This is an optimization exercise on Yosys and OpenROAD, whose aim is small area, a short achievable clock period and few clock cycles per item, not a production implementation.
In this exercise RTL edits were held to simulation tests only and were not proved equivalent to the original.

==> inputs of job 4939 <==
Design lru_key_value_cache, start of the top module:
module lru_key_value_cache #(
  parameter int unsigned MAX_ENTRIES = 16
) (
  input  logic             clk_i,
  input  logic             rst_ni,
  input  logic             req_valid_i,
  output logic             req_ready_o,
  input  logic             req_op_i,
  input  logic [lkv_pkg::KEY_W-1:0] req_key_i,
  input  logic [lkv_pkg::KEY_W-1:0] req_value_i,
  output logic             rsp_valid_o,
  input  logic             rsp_ready_i,
  output logic             rsp_hit_o,
  output logic [lkv_pkg::KEY_W-1:0] rsp_read_value_o,
  output logic             rsp_evicted_o,
  output logic [lkv_pkg::KEY_W-1:0] rsp_evicted_key_o,
  input  logic             cfg_we_i,
  input  logic [lkv_pkg::CAP_W-1:0] cfg_data_i
);
  localparam int unsigned W = lkv_pkg::KEY_W;
  localparam int unsigned N = MAX_ENTRIES;
  logic [N-1:0]  a_raw;
  logic [N-1:0]  a_match;
  logic          a_same;
  logic          b_valid_q;
  logic          b_op_q;
  logic [W-1:0]  b_key_q;
  logic [W-1:0]  b_val_q;
  logic [N-1:0]  b_match_q;
  logic          commit;
  logic          o_valid_q;
  logic          o_hit_q;
  logic [W-1:0]  o_rd_q;
  logic          o_ev_q;
  logic [W-1:0]  o_evk_q;
  logic          s_valid_q;
  logic          ready_q;
  logic          s_hit_q;
  logic          s_op_q;
  logic          s_ev_q;
  logic [W-1:0]  s_data_q;
  logic          pop;
  logic [N-1:0]  live;
  logic [N-1:0]  ins_mask;
  logic [N-1:0]  tail;
  logic          full;
  logic [N-1:0]  upto;
  logic [N-1:0]  shift;
  logic [W-1:0]  cell_key [N];
  logic [W-1:0]  cell_val [N];
  ...
==> flow/config.mk <==
export PLATFORM = sky130hd
export DESIGN_NAME = lru_key_value_cache
export DESIGN_NICKNAME = lru_key_value_cache
export VERILOG_FILES = /design/flow/design.v
export SDC_FILE = /design/flow/constraint.sdc
export NUM_CORES = 4
export LEC_CHECK = 0
export ABC_CLOCK_PERIOD_IN_PS = 2500
export CAP_MARGIN = 20
export CORE_MARGIN = 2
export CORE_UTILIZATION = 40
export CTS_CLUSTER_DIAMETER = 80
export CTS_CLUSTER_SIZE = 22
export GPL_ROUTABILITY_DRIVEN = 0
export SETUP_SLACK_MARGIN = 5.0
export SLEW_MARGIN = 20
==> flow/constraint.sdc <==
create_clock -name core_clock -period 8.0 [get_ports {clk_i}]
set_input_delay 1.6000 -clock core_clock [delete_from_list [all_inputs] [get_ports {clk_i}]]
set_output_delay 1.6000 -clock core_clock [all_outputs]
set_load 0.01 [all_outputs]
run.sh (not shown) runs the stock make flow with config.mk's settings and CLKGATE_MAP_FILE= SYNTH_SCRIPT=/design/flow/synth_recipe.tcl, a recipe that flattens the netlist after the stock synthesis.
==> inputs of job 8854, as changes to job 4939 <==
--- a/flow/config.mk
+++ b/flow/config.mk
@@ -8,9 +8,8 @@
 export ABC_CLOCK_PERIOD_IN_PS = 2500
 export CAP_MARGIN = 20
 export CORE_MARGIN = 2
-export CORE_UTILIZATION = 40
+export CORE_UTILIZATION = 30
 export CTS_CLUSTER_DIAMETER = 80
 export CTS_CLUSTER_SIZE = 22
-export GPL_ROUTABILITY_DRIVEN = 0
 export SETUP_SLACK_MARGIN = 5.0
 export SLEW_MARGIN = 20
==> inputs of job 2135, as changes to job 4939 <==
--- a/flow/config.mk
+++ b/flow/config.mk
@@ -5,12 +5,11 @@
 export SDC_FILE = /design/flow/constraint.sdc
 export NUM_CORES = 4
 export LEC_CHECK = 0
-export ABC_CLOCK_PERIOD_IN_PS = 2500
+export ABC_CLOCK_PERIOD_IN_PS = 1500
 export CAP_MARGIN = 20
 export CORE_MARGIN = 2
 export CORE_UTILIZATION = 40
 export CTS_CLUSTER_DIAMETER = 80
 export CTS_CLUSTER_SIZE = 22
-export GPL_ROUTABILITY_DRIVEN = 0
 export SETUP_SLACK_MARGIN = 5.0
 export SLEW_MARGIN = 20
==> inputs of job 9227, as changes to job 4939 <==
--- a/flow/config.mk
+++ b/flow/config.mk
@@ -11,6 +11,5 @@
 export CORE_UTILIZATION = 40
 export CTS_CLUSTER_DIAMETER = 80
 export CTS_CLUSTER_SIZE = 22
-export GPL_ROUTABILITY_DRIVEN = 0
-export SETUP_SLACK_MARGIN = 5.0
+export SETUP_SLACK_MARGIN = 4.8
 export SLEW_MARGIN = 20
==> flow_summary.toml <==
[drt]
num_vias = 35900
drt-met1-wl_um = 81500

[global_routing]
grt_usage = 0.252

[outcome]
outcome = "no timing/DRC/antenna violations"

[cells_and_area]
finish.instance_area_mm2 = 0.0656

[placed_design]
numPlacedInstances = 5453

[sta]
finalWorstSetupSlack_ps = 4860
The numbers above come from job 8854.

==> flow_summary.toml <==
[synth]
ys_seq_area_frac = 0.719

[outcome]
outcome = "no timing/DRC/antenna violations"

[global_routing]
grt_usage = 0.343

[sta]
finalWorstSetupSlack_ps = 4880

[drt]
drt-met1-wl_um = 82600
postRouteAntennaNets = 0
num_vias = 35900

[cells_and_area]
finish.instance_area_mm2 = 0.0640
dominant_cells = "flip-flops and latches"

[placed_design]
numPlacedInstances = 4885
The numbers above come from job 2135.

==> flow_summary.toml <==
[power]
ir_drop_mv = 0.179
seq_power_share = 0.543

[cells_and_area]
nNonClkBuffers = 473
final_cells = 5241
finish.instance_area_mm2 = 0.0623

[sta]
worstMarginPinSlew_ps = 1090
finalWorstSetupSlack_ps = 4690
fin_tns_setup_ps = 0

[outcome]
outcome = "no timing/DRC/antenna violations"

[global_routing]
grt_usage = 0.336

[drt]
drt_iter0_drc = 6936
The numbers above come from job 9227.

==> flow_summary.toml <==
[sta]
finalWorstSetupSlack_ps = 4720

[cells_and_area]
finish.instance_area_mm2 = 0.0634

[drt]
num_vias = 36000
drt-met1-wl_um = 75000

[placed_design]
numPlacedInstances = 4879

[power]
ir_drop_mv = 0.177

[outcome]
outcome = "no timing/DRC/antenna violations"

[global_routing]
grt_usage = 0.327
first_global_vias = 33600
The numbers above come from job 4939.

Testbench counts of job 4939, summed over its fixed seeds: cycles 9,616, items 9,600.
Testbench counts of job 8854, summed over its fixed seeds: cycles 9,616, items 9,600.
Testbench counts of job 2135, summed over its fixed seeds: cycles 9,616, items 9,600.
Testbench counts of job 9227, summed over its fixed seeds: cycles 9,616, items 9,600.

---

==> build 12 <==
==> flow/design.v <==
`timescale 1ns / 1ps
package lkv_pkg;
  localparam int unsigned KEY_W = 32;
  localparam int unsigned CAP_W = 5;
  localparam logic [CAP_W-1:0] CAP_RESET  = 5'd16;
  localparam logic [KEY_W-1:0] MISS_VALUE = 32'hFFFF_FFFF;
  localparam logic OP_GET = 1'b0;
  localparam logic OP_PUT = 1'b1;
  typedef enum logic [1:0] {
    ST_IDLE,
    ST_LOOK,
    ST_COMMIT
  } lkv_state_e;
  typedef struct packed {
    logic ready;    
    logic look;     
    logic commit;   
    logic shift;    
    logic evict;    
  } lkv_ctl_t;
endpackage
`timescale 1ns / 1ps
module lkv_cell (
  input  logic             clk_i,
  input  logic             shift_i,
  input  logic             live_i,
  input  logic [lkv_pkg::KEY_W-1:0] probe_i,
  input  logic [lkv_pkg::KEY_W-1:0] key_i,
  input  logic [lkv_pkg::KEY_W-1:0] value_i,
  output logic [lkv_pkg::KEY_W-1:0] key_o,
  output logic [lkv_pkg::KEY_W-1:0] value_o,
  output logic             match_o
);
  logic [lkv_pkg::KEY_W-1:0] key_q;
  logic [lkv_pkg::KEY_W-1:0] value_q;
  always_ff @(posedge clk_i) begin
    if (shift_i) begin
      key_q   <= key_i;
      value_q <= value_i;
    end
  end
  assign match_o = live_i && (key_q == probe_i);
  assign key_o   = key_q;
  assign value_o = value_q;
endmodule
`timescale 1ns / 1ps
module lkv_ctrl #(
  parameter int unsigned MAX_ENTRIES = 16
) (
  input  logic                      clk_i,
  input  logic                      rst_ni,
  input  logic                      ins_i,       
  input  logic                      cfg_we_i,
  input  logic [lkv_pkg::CAP_W-1:0] cfg_data_i,
  output logic [MAX_ENTRIES-1:0]    live_o,      
  output logic [MAX_ENTRIES-1:0]    ins_mask_o,  
  output logic [MAX_ENTRIES-1:0]    tail_o,      
  output logic                      full_o
);
  logic [lkv_pkg::CAP_W-1:0] cap_q;
  logic [MAX_ENTRIES-1:0]    live_q;
  always_comb begin
    tail_o = '0;
    if (cap_q == '0) begin
      tail_o[0] = 1'b1;
    end else if (32'(cap_q) > MAX_ENTRIES) begin
      tail_o[MAX_ENTRIES-1] = 1'b1;
    end else begin
      for (int i = 0; i < MAX_ENTRIES; i++) begin
        if (32'(cap_q) == i + 1) tail_o[i] = 1'b1;
      end
    end
  end
  assign full_o     = |(live_q & tail_o);
  assign ins_mask_o = full_o ? live_q : {live_q[MAX_ENTRIES-2:0], 1'b1};
  assign live_o     = live_q;
  always_ff @(posedge clk_i or negedge rst_ni) begin
    if (!rst_ni) begin
      cap_q  <= lkv_pkg::CAP_RESET;
      live_q <= '0;
    end else if (cfg_we_i) begin
      cap_q  <= cfg_data_i;
      live_q <= '0;
    end else if (ins_i) begin
      live_q <= ins_mask_o;
    end
  end
endmodule
`timescale 1ns / 1ps
module lru_key_value_cache #(
  parameter int unsigned MAX_ENTRIES = 16
) (
  input  logic             clk_i,
  input  logic             rst_ni,
  input  logic             req_valid_i,
  output logic             req_ready_o,
  input  logic             req_op_i,
  input  logic [lkv_pkg::KEY_W-1:0] req_key_i,
  input  logic [lkv_pkg::KEY_W-1:0] req_value_i,
  output logic             rsp_valid_o,
  input  logic             rsp_ready_i,
  output logic             rsp_hit_o,
  output logic [lkv_pkg::KEY_W-1:0] rsp_read_value_o,
  output logic             rsp_evicted_o,
  output logic [lkv_pkg::KEY_W-1:0] rsp_evicted_key_o,
  input  logic             cfg_we_i,
  input  logic [lkv_pkg::CAP_W-1:0] cfg_data_i
);
  localparam int unsigned W = lkv_pkg::KEY_W;
  localparam int unsigned N = MAX_ENTRIES;
  logic          a_valid_q;
  logic          a_op_q;
  logic [W-1:0]  a_key_q;
  logic [W-1:0]  a_val_q;
  logic [N-1:0]  a_raw;
  logic [N-1:0]  a_match;
  logic          a_same;
  logic          b_valid_q;
  logic          b_op_q;
  logic [W-1:0]  b_key_q;
  logic [W-1:0]  b_val_q;
  logic [N-1:0]  b_match_q;
  logic          commit;
  logic          o_valid_q;
  logic          o_hit_q;
  logic [W-1:0]  o_rd_q;
  logic          o_ev_q;
  logic [W-1:0]  o_evk_q;
  logic          s_valid_q;
  logic          s_hit_q;
  logic          s_op_q;
  logic          s_ev_q;
  logic [W-1:0]  s_data_q;
  logic          pop;
  logic [N-1:0]  live;
  logic [N-1:0]  ins_mask;
  logic [N-1:0]  tail;
  logic          full;
  logic [N-1:0]  upto;
  logic [N-1:0]  shift;
  logic [W-1:0]  cell_key [N];
  logic [W-1:0]  cell_val [N];
  logic [W-1:0]  hit_val;
  logic [W-1:0]  lru_key;
  logic [W-1:0]  head_val;
  logic          hit;
  logic          put;
  logic          ins;
  logic          evict;
  logic [W-1:0]  n_rd;
  logic [W-1:0]  n_evk;
  logic [W-1:0]  n_data;
  assign commit      = !s_valid_q;
  assign req_ready_o = commit;
  always_ff @(posedge clk_i or negedge rst_ni) begin
    if (!rst_ni) begin
      a_valid_q <= 1'b0;
      b_valid_q <= 1'b0;
    end else if (commit) begin
      a_valid_q <= req_valid_i;
      b_valid_q <= a_valid_q;
    end
  end
  always_ff @(posedge clk_i) begin
    if (commit) begin
      a_op_q    <= req_op_i;
      a_key_q   <= req_key_i;
      a_val_q   <= req_value_i;
      b_op_q    <= a_op_q;
      b_key_q   <= a_key_q;
      b_val_q   <= a_val_q;
      b_match_q <= a_match;
    end
  end
  lkv_ctrl #(
    .MAX_ENTRIES (N)
  ) u_ctrl (
    .clk_i      (clk_i),
    .rst_ni     (rst_ni),
    .ins_i      (ins),
    .cfg_we_i   (cfg_we_i),
    .cfg_data_i (cfg_data_i),
    .live_o     (live),
    .ins_mask_o (ins_mask),
    .tail_o     (tail),
    .full_o     (full)
  );
  assign put      = (b_op_q == lkv_pkg::OP_PUT);
  assign hit      = |b_match_q;
  assign ins      = b_valid_q && commit && put && !hit;
  assign evict    = put && !hit && full;
  assign head_val = put ? b_val_q : hit_val;
  always_comb begin
    upto[N-1] = b_match_q[N-1];
    for (int i = N - 2; i >= 0; i--) begin
      upto[i] = upto[i+1] | b_match_q[i];
    end
  end
  for (genvar i = 0; i < N; i++) begin : g_cell
    logic [W-1:0] nb_key;
    logic [W-1:0] nb_val;
    assign shift[i] = b_valid_q && commit && (upto[i] || (put && !hit && ins_mask[i]));
    if (i == 0) begin : g_head
      assign nb_key = b_key_q;
      assign nb_val = head_val;
    end else begin : g_body
      assign nb_key = cell_key[i-1];
      assign nb_val = cell_val[i-1];
    end
    lkv_cell u_cell (
      .clk_i   (clk_i),
      .shift_i (shift[i]),
      .live_i  (live[i]),
      .probe_i (a_key_q),
      .key_i   (nb_key),
      .value_i (nb_val),
      .key_o   (cell_key[i]),
      .value_o (cell_val[i]),
      .match_o (a_raw[i])
    );
  end
  assign a_same = (a_key_q == b_key_q);
  assign a_match[0] = shift[0] ? a_same : a_raw[0];
  for (genvar i = 1; i < N; i++) begin : g_fix
    assign a_match[i] = shift[i] ? a_raw[i-1] : a_raw[i];
  end
  always_comb begin
    hit_val = '0;
    lru_key = '0;
    for (int i = 0; i < N; i++) begin
      hit_val = hit_val | (cell_val[i] & {W{b_match_q[i]}});
      lru_key = lru_key | (cell_key[i] & {W{tail[i]}});
    end
  end
  assign n_rd   = put ? '0 : (hit ? hit_val : lkv_pkg::MISS_VALUE);
  assign n_evk  = evict ? lru_key : '0;
  assign n_data = put ? n_evk : n_rd;
  logic push;
  assign push = b_valid_q && commit;
  assign pop  = o_valid_q && rsp_ready_i;
  always_ff @(posedge clk_i or negedge rst_ni) begin
    if (!rst_ni) begin
      o_valid_q <= 1'b0;
      s_valid_q <= 1'b0;
    end else begin
      if (pop || !o_valid_q) begin
        o_valid_q <= s_valid_q || push;
        s_valid_q <= 1'b0;
      end else if (push) begin
        s_valid_q <= 1'b1;
      end
    end
  end
  always_ff @(posedge clk_i) begin
    if (pop || !o_valid_q) begin
      if (s_valid_q) begin
        o_hit_q <= s_hit_q;
        o_rd_q  <= s_op_q ? '0 : s_data_q;
        o_ev_q  <= s_ev_q;
        o_evk_q <= s_op_q ? s_data_q : '0;
      end else begin
        o_hit_q <= hit;
        o_rd_q  <= n_rd;
        o_ev_q  <= evict;
        o_evk_q <= n_evk;
      end
    end
    if (push) begin
      s_hit_q  <= hit;
      s_op_q   <= put;
      s_ev_q   <= evict;
      s_data_q <= n_data;
    end
  end
  assign rsp_valid_o       = o_valid_q;
  assign rsp_hit_o         = o_hit_q;
  assign rsp_read_value_o  = o_rd_q;
  assign rsp_evicted_o     = o_ev_q;
  assign rsp_evicted_key_o = o_evk_q;
endmodule
==> flow/run.sh <==
#!/bin/bash
# synth_recipe.tcl (not shown) runs the flow's synth.tcl, then flattens the netlist and writes it again
# the make line also repeats each setting of config.mk as NAME=value (left out here)
make -C /OpenROAD-flow-scripts/flow DESIGN_CONFIG=/design/flow/config.mk WORK_HOME=/design/flow/orfs CLKGATE_MAP_FILE= SYNTH_SCRIPT=/design/flow/synth_recipe.tcl finish
==> flow/config.mk <==
export PLATFORM = sky130hd
export DESIGN_NAME = lru_key_value_cache
export DESIGN_NICKNAME = lru_key_value_cache
export VERILOG_FILES = /design/flow/design.v
export SDC_FILE = /design/flow/constraint.sdc
export NUM_CORES = 4
export LEC_CHECK = 0
export ABC_CLOCK_PERIOD_IN_PS = 3000
export CAP_MARGIN = 20
export CORE_MARGIN = 2
export CORE_UTILIZATION = 40
export SETUP_SLACK_MARGIN = 4.5
export SLEW_MARGIN = 20
==> flow/constraint.sdc <==
create_clock -name core_clock -period 8.0 [get_ports {clk_i}]
set_input_delay 1.6000 -clock core_clock [delete_from_list [all_inputs] [get_ports {clk_i}]]
set_output_delay 1.6000 -clock core_clock [all_outputs]
set_load 0.01 [all_outputs]
==> trial 41 (differences from build 12) <==
--- a/flow/design.v
+++ b/flow/design.v
@@ -60,4 +60,5 @@
   logic [lkv_pkg::CAP_W-1:0] cap_q;
   logic [MAX_ENTRIES-1:0]    live_q;
+  logic                      full_q;
   always_comb begin
     tail_o = '0;
@@ -72,6 +73,6 @@
     end
   end
-  assign full_o     = |(live_q & tail_o);
-  assign ins_mask_o = full_o ? live_q : {live_q[MAX_ENTRIES-2:0], 1'b1};
+  assign full_o     = full_q;
+  assign ins_mask_o = full_q ? live_q : {live_q[MAX_ENTRIES-2:0], 1'b1};
   assign live_o     = live_q;
   always_ff @(posedge clk_i or negedge rst_ni) begin
@@ -79,9 +80,12 @@
       cap_q  <= lkv_pkg::CAP_RESET;
       live_q <= '0;
+      full_q <= 1'b0;
     end else if (cfg_we_i) begin
       cap_q  <= cfg_data_i;
       live_q <= '0;
+      full_q <= 1'b0;
     end else if (ins_i) begin
       live_q <= ins_mask_o;
+      full_q <= |(ins_mask_o & tail_o);
     end
   end
@@ -109,8 +113,4 @@
   localparam int unsigned W = lkv_pkg::KEY_W;
   localparam int unsigned N = MAX_ENTRIES;
-  logic          a_valid_q;
-  logic          a_op_q;
-  logic [W-1:0]  a_key_q;
-  logic [W-1:0]  a_val_q;
   logic [N-1:0]  a_raw;
   logic [N-1:0]  a_match;
@@ -128,4 +128,5 @@
   logic [W-1:0]  o_evk_q;
   logic          s_valid_q;
+  logic          ready_q;
   logic          s_hit_q;
   logic          s_op_q;
@@ -152,22 +153,17 @@
   logic [W-1:0]  n_data;
   assign commit      = !s_valid_q;
-  assign req_ready_o = commit;
+  assign req_ready_o = ready_q;
   always_ff @(posedge clk_i or negedge rst_ni) begin
     if (!rst_ni) begin
-      a_valid_q <= 1'b0;
       b_valid_q <= 1'b0;
     end else if (commit) begin
-      a_valid_q <= req_valid_i;
-      b_valid_q <= a_valid_q;
+      b_valid_q <= req_valid_i;
     end
   end
   always_ff @(posedge clk_i) begin
     if (commit) begin
-      a_op_q    <= req_op_i;
-      a_key_q   <= req_key_i;
-      a_val_q   <= req_value_i;
-      b_op_q    <= a_op_q;
-      b_key_q   <= a_key_q;
-      b_val_q   <= a_val_q;
+      b_op_q    <= req_op_i;
+      b_key_q   <= req_key_i;
+      b_val_q   <= req_value_i;
       b_match_q <= a_match;
     end
@@ -212,5 +208,5 @@
       .shift_i (shift[i]),
       .live_i  (live[i]),
-      .probe_i (a_key_q),
+      .probe_i (req_key_i),
       .key_i   (nb_key),
       .value_i (nb_val),
@@ -220,5 +216,5 @@
     );
   end
-  assign a_same = (a_key_q == b_key_q);
+  assign a_same = (req_key_i == b_key_q);
   assign a_match[0] = shift[0] ? a_same : a_raw[0];
   for (genvar i = 1; i < N; i++) begin : g_fix
@@ -243,10 +239,13 @@
       o_valid_q <= 1'b0;
       s_valid_q <= 1'b0;
+      ready_q   <= 1'b1;
     end else begin
       if (pop || !o_valid_q) begin
         o_valid_q <= s_valid_q || push;
         s_valid_q <= 1'b0;
+        ready_q   <= 1'b1;
       end else if (push) begin
         s_valid_q <= 1'b1;
+        ready_q   <= 1'b0;
       end
     end
ABC_CLOCK_PERIOD_IN_PS = 2500   (was 3000)
CORE_UTILIZATION = 55   (was 40)
SETUP_SLACK_MARGIN = 5.0   (was 4.5)
==> build 20 (differences from build 12) <==
--- a/flow/design.v
+++ b/flow/design.v
@@ -60,4 +60,5 @@
   logic [lkv_pkg::CAP_W-1:0] cap_q;
   logic [MAX_ENTRIES-1:0]    live_q;
+  logic                      full_q;
   always_comb begin
     tail_o = '0;
@@ -72,6 +73,6 @@
     end
   end
-  assign full_o     = |(live_q & tail_o);
-  assign ins_mask_o = full_o ? live_q : {live_q[MAX_ENTRIES-2:0], 1'b1};
+  assign full_o     = full_q;
+  assign ins_mask_o = full_q ? live_q : {live_q[MAX_ENTRIES-2:0], 1'b1};
   assign live_o     = live_q;
   always_ff @(posedge clk_i or negedge rst_ni) begin
@@ -79,9 +80,12 @@
       cap_q  <= lkv_pkg::CAP_RESET;
       live_q <= '0;
+      full_q <= 1'b0;
     end else if (cfg_we_i) begin
       cap_q  <= cfg_data_i;
       live_q <= '0;
+      full_q <= 1'b0;
     end else if (ins_i) begin
       live_q <= ins_mask_o;
+      full_q <= |(ins_mask_o & tail_o);
     end
   end
@@ -109,8 +113,4 @@
   localparam int unsigned W = lkv_pkg::KEY_W;
   localparam int unsigned N = MAX_ENTRIES;
-  logic          a_valid_q;
-  logic          a_op_q;
-  logic [W-1:0]  a_key_q;
-  logic [W-1:0]  a_val_q;
   logic [N-1:0]  a_raw;
   logic [N-1:0]  a_match;
@@ -128,4 +128,5 @@
   logic [W-1:0]  o_evk_q;
   logic          s_valid_q;
+  logic          ready_q;
   logic          s_hit_q;
   logic          s_op_q;
@@ -152,22 +153,17 @@
   logic [W-1:0]  n_data;
   assign commit      = !s_valid_q;
-  assign req_ready_o = commit;
+  assign req_ready_o = ready_q;
   always_ff @(posedge clk_i or negedge rst_ni) begin
     if (!rst_ni) begin
-      a_valid_q <= 1'b0;
       b_valid_q <= 1'b0;
     end else if (commit) begin
-      a_valid_q <= req_valid_i;
-      b_valid_q <= a_valid_q;
+      b_valid_q <= req_valid_i;
     end
   end
   always_ff @(posedge clk_i) begin
     if (commit) begin
-      a_op_q    <= req_op_i;
-      a_key_q   <= req_key_i;
-      a_val_q   <= req_value_i;
-      b_op_q    <= a_op_q;
-      b_key_q   <= a_key_q;
-      b_val_q   <= a_val_q;
+      b_op_q    <= req_op_i;
+      b_key_q   <= req_key_i;
+      b_val_q   <= req_value_i;
       b_match_q <= a_match;
     end
@@ -212,5 +208,5 @@
       .shift_i (shift[i]),
       .live_i  (live[i]),
-      .probe_i (a_key_q),
+      .probe_i (req_key_i),
       .key_i   (nb_key),
       .value_i (nb_val),
@@ -220,5 +216,5 @@
     );
   end
-  assign a_same = (a_key_q == b_key_q);
+  assign a_same = (req_key_i == b_key_q);
   assign a_match[0] = shift[0] ? a_same : a_raw[0];
   for (genvar i = 1; i < N; i++) begin : g_fix
@@ -243,10 +239,13 @@
       o_valid_q <= 1'b0;
       s_valid_q <= 1'b0;
+      ready_q   <= 1'b1;
     end else begin
       if (pop || !o_valid_q) begin
         o_valid_q <= s_valid_q || push;
         s_valid_q <= 1'b0;
+        ready_q   <= 1'b1;
       end else if (push) begin
         s_valid_q <= 1'b1;
+        ready_q   <= 1'b0;
       end
     end
ABC_CLOCK_PERIOD_IN_PS = 2500   (was 3000)
SETUP_SLACK_MARGIN = 5.0   (was 4.5)
TNS_END_PERCENT = 5   (was unset)
==> notes <==
- Build 12 ran to the end with no violations. Build 20 finished clean. Trial 41 ran to the end with no violations.
- Final cell count: build 12 is larger than build 20 (about 0.7%).
- The highest register-to-register slack belongs to build 20, the lowest to build 12.
- Design area: build 12 < build 20 < trial 41.
- Die area: trial 41 < build 20 < build 12.
- Area after synthesis: build 12 is higher than build 20 (about 3.7%).
- The highest global-route usage belongs to trial 41, the lowest to build 12.
- Of trial 41 and build 20, build 20 has the higher count of clock-buffer cells in the layout (gap 7).
- Against build 12, the critical path depth of build 20 is higher by 1.
- Hold slack: trial 41 > build 20 > build 12.
- Between build 20 and build 12, the lower wire length is in build 12 (gap 5.7%, measured against build 12).
Testbench counts of build 12, summed over its fixed seeds: cycles 9,624, items 9,600.
Testbench counts of trial 41, summed over its fixed seeds: cycles 9,616, items 9,600.
Testbench counts of build 20, summed over its fixed seeds: cycles 9,616, items 9,600.

[separate check: timing with driven ports]
No port has a modelled driver above. Below, the same layouts with a new extraction and two added sets of constraints.
Step 1 sets driving cells, clkbuf_16 on the clock port and buf_2 on the other inputs (assumed; they add their load-dependent delay and slew).
Step 2 also shifts input and output timing later by t, the mid clock arrival at the registers, as if the neighbouring blocks saw the same clock.
Slacks: ideal / step 1 / step 2; pairs: ideal / step 1.
run | t, ns | setup WS [ns] | hold slack, ns | clock arrival spread, ns | slew at the worst register clock pin (ns)
job 4939 | 0.782 | 4.719 / 4.774 / 3.992 | 0.443 / 0.443 / 0.443 | 0.048 / 0.047 | 0.10 / 0.10
job 8854 | 0.815 | 4.856 / 4.856 / 4.076 | 0.443 / 0.443 / 0.443 | 0.038 / 0.038 | 0.11 / 0.11
job 2135 | 0.810 | 4.879 / 4.879 / 4.161 | 0.449 / 0.449 / 0.449 | 0.065 / 0.066 | 0.10 / 0.10
job 9227 | 0.766 | 4.693 / 4.747 / 3.983 | 0.446 / 0.446 / 0.446 | 0.053 / 0.053 | 0.10 / 0.10
build 12 | 0.870 | 4.367 / 4.367 / 4.367 | 0.419 / 0.419 / 0.419 | 0.049 / 0.048 | 0.07 / 0.07
trial 41 | 0.835 | 4.698 / 4.698 / 3.905 | 0.442 / 0.442 / 0.442 | 0.032 / 0.032 | 0.07 / 0.07
build 20 | 0.865 | 4.737 / 4.704 / 3.918 | 0.434 / 0.434 / 0.434 | 0.047 / 0.046 | 0.07 / 0.07
After both steps every run listed still meets setup and hold. The setup slack of build 20, which loses most, moves by -0.033 ns with the drivers and by -0.819 ns with both steps.
